This is an optimization exercise on Yosys and OpenROAD, whose aim is small area, a short achievable clock period and few clock cycles per item, not a production implementation. At most, simulation tests tie the RTL to the original design; equivalence was not proved.

== rev 12 ==
Design servo_slew_limited_pwm_top, start of the top module:
module servo_slew_limited_pwm_top #(
  parameter int CHANNELS = 5
) (
  input  logic               clk,
  input  logic               rst_n,
  input  logic               in_valid,
  output logic               in_ready,
  input  logic               in_op,
  input  logic [2:0]         in_channel,
  input  logic signed [11:0] in_target_pos,
  input  logic [11:0]        in_step_limit,
  input  logic               in_enable_req,
  input  logic [4:0]         in_pins_low,
  output logic               out_valid,
  input  logic               out_ready,
  output logic [2:0]         out_channel,
  output logic               out_pwm_write,
  output logic [11:0]        out_pwm_value,
  output logic               out_last,
  input  logic               cfg_we,
  input  logic [1:0]         cfg_index,
  input  logic [11:0]        cfg_wdata
);
  logic [11:0] gain_r;
  logic [11:0] mid_r;
  logic [2:0]  n_r;       
  always_ff @(posedge clk) begin
    if (!rst_n) begin
      gain_r <= sslp_pkg::GAIN_RST;
      mid_r  <= sslp_pkg::MID_RST;
      n_r    <= sslp_pkg::CHAN_USE_RST;
    end else if (cfg_we) begin
      case (cfg_index)
        sslp_pkg::CFG_PULSE_GAIN: gain_r <= cfg_wdata;
        sslp_pkg::CFG_PULSE_MID:  mid_r  <= cfg_wdata;
        sslp_pkg::CFG_CHAN_USE:   n_r    <= (cfg_wdata[2:0] > 3'd5) ? 3'd5 : cfg_wdata[2:0];
        default: ;
      endcase
    end
  end
  logic [2:0] h;   
  always_ff @(posedge clk) begin
    if (!rst_n)       h <= 3'd0;
    else if (h == 3'd4) h <= 3'd0;
    else              h <= h + 3'd1;
  end
  logic               slot_v;
  logic               slot_op;
  logic [2:0]         slot_ch;
  logic signed [11:0] slot_tgt;    
  logic [11:0]        slot_lim;
  logic               slot_en;
  logic [4:0]         slot_pins;
  logic signed [11:0] tgt_sat;
  ...
Settings: LEC_CHECK=0, ABC_CLOCK_PERIOD_IN_PS=5000, CAP_MARGIN=20, CORE_MARGIN=2, CORE_UTILIZATION=40, SETUP_SLACK_MARGIN=5, SLEW_MARGIN=20; clock period 11.0 ns.
run.sh (not shown) runs the stock make flow with config.mk's settings and CLKGATE_MAP_FILE= SYNTH_SCRIPT=/design/flow/synth_recipe.tcl, a recipe that flattens the netlist after the stock synthesis.
Testbench counts of rev 12, summed over its fixed seeds: cycles 11,359, items 9,600.
Input changes introduced in rev 13 (baseline for comparison: rev 12):
--- a/flow/design.v
+++ b/flow/design.v
@@ -241,60 +241,56 @@
         end else begin
           ren[k] <= ren[(k + 4) % 5];
           rz[k]  <= rz[(k + 4) % 5];
         end
       end
     end
   end
   logic               p1_v, p1_calc, p1_dis, p1_rnz;
   logic signed [11:0] p1_q;
   logic               p2_calc, p2_dis, p2_s;
-  logic [16:0]        p2_a, p2_b;
+  logic [11:0]        p2_m;
   logic               s1, inc1;
   logic [10:0]        m1;
-  logic [16:0]        a1, b1;
-  logic [25:0]        acc;
+  logic [22:0]        prod1;
   logic signed [13:0] raw;
   logic [11:0]        pwm_c;
   always_ff @(posedge clk) begin
     if (!rst_n) begin
       p1_v <= 1'b0;
       p2_v <= 1'b0;
     end else if (ready) begin
       p1_v <= step;
       p2_v <= p1_v;
     end
   end
   always_ff @(posedge clk) begin
     if (ready) begin
       p1_calc <= mov;
       p1_dis  <= dis;
       p1_q    <= qn;
       p1_rnz  <= rn != 7'd0;
       p2_calc <= p1_calc;
       p2_dis  <= p1_dis;
       p2_s    <= s1;
-      p2_a    <= a1;
-      p2_b    <= b1;
+      p2_m    <= prod1[21:10];
     end
   end
   always_comb begin
-    s1   = p1_q[11];
-    inc1 = s1 && !p1_rnz;
-    m1   = s1 ? ~p1_q[10:0] : p1_q[10:0];
-    a1   = 17'(m1 * gain_r[5:0]) + (inc1 ? 17'(gain_r[5:0]) : 17'd0);
-    b1   = 17'(m1 * gain_r[11:6]) + (inc1 ? 17'(gain_r[11:6]) : 17'd0);
+    s1    = p1_q[11];
+    inc1  = s1 && !p1_rnz;
+    m1    = s1 ? ~p1_q[10:0] : p1_q[10:0];
+    prod1 = 23'(m1 * gain_r) + (inc1 ? 23'(gain_r) : 23'd0);
   end
   always_comb begin
-    acc = {4'd0, mid_r, 10'd0} + ({9'd0, p2_a} ^ {26{p2_s}})
-        + (({9'd0, p2_b} ^ {26{p2_s}}) << 6) + (p2_s ? 26'd1088 : 26'd0);
-    raw = acc[23:10];
+    raw = p2_s ? 14'($signed({2'b0, mid_r}) - $signed({2'b0, p2_m}))
+               : 14'($signed({2'b0, mid_r}) + $signed({2'b0, p2_m}));
     if (raw < sslp_pkg::PWM_MIN)      pwm_c = 12'd200;
     else if (raw > sslp_pkg::PWM_MAX) pwm_c = 12'd3250;
     else                              pwm_c = raw[11:0];
   end
   logic        wr0, wr1;
   logic [11:0] val0, val1;
   logic        push;
   logic        nwr;
   logic [11:0] nval;
   logic [2:0]  chn;
Notes after the runs:
Rev 13 has completed all stages; timing, DRC and antenna checks passed. From rev 12 to rev 13, antenna violation net count after detailed routing did not move at all. Layout clock buffer count (rev 12 / rev 13): 0.893. Between rev 12 and rev 13, the cell count went down. Relative to rev 12, global-route wire length before repair decreased by 2.3% in rev 13. Of rev 12 and rev 13, the run reporting the lower register bit total from synthesis was rev 13. Non-clock buffer count ended up 38% higher on rev 13 than on rev 12. From rev 12 to rev 13 the numbers moved as follows: utilization higher; largest fanout on the critical path lower; proportion of cell area occupied by registers -1.8 points. When the final numbers for rev 12 and rev 13 were put side by side, the register-to-register slack turned out to be smaller in rev 13. In the reports for rev 12 and rev 13, the smaller placer's final routability congestion estimate belongs to rev 12. Netlist area before placement (higher): rev 12.
Function not checked in rev 13: the RTL went through the layout flow alone.

[re-timing with driven ports]
In the flow no input, the clock included, has a driving cell. The finished layouts below were timed again as built, in two steps.
Step 1 assumes that a clkbuf_16 drives the clock port and a buf_2 every other input.
Step 2 adds t to the input delays and takes it off the output delays; t is the mean of the earliest and latest rising clock arrival at the registers after step 1. Input paths then give back, and output paths get back, about the clock's delay inside the block.
Slacks: ideal ports / drivers / drivers and shift; pairs: ideal ports / drivers.
run	shift t [ns]	slack for setup (ns)	hold slack, ns	worst setup path after step 2
rev 12	0.603	5.537 / 5.537 / 5.537	0.323 / 0.323 / 0.323	register to register
rev 13	0.601	5.011 / 5.011 / 5.011	0.320 / 0.320 / 0.320	register to register
After both steps setup and hold are still met in every run listed.
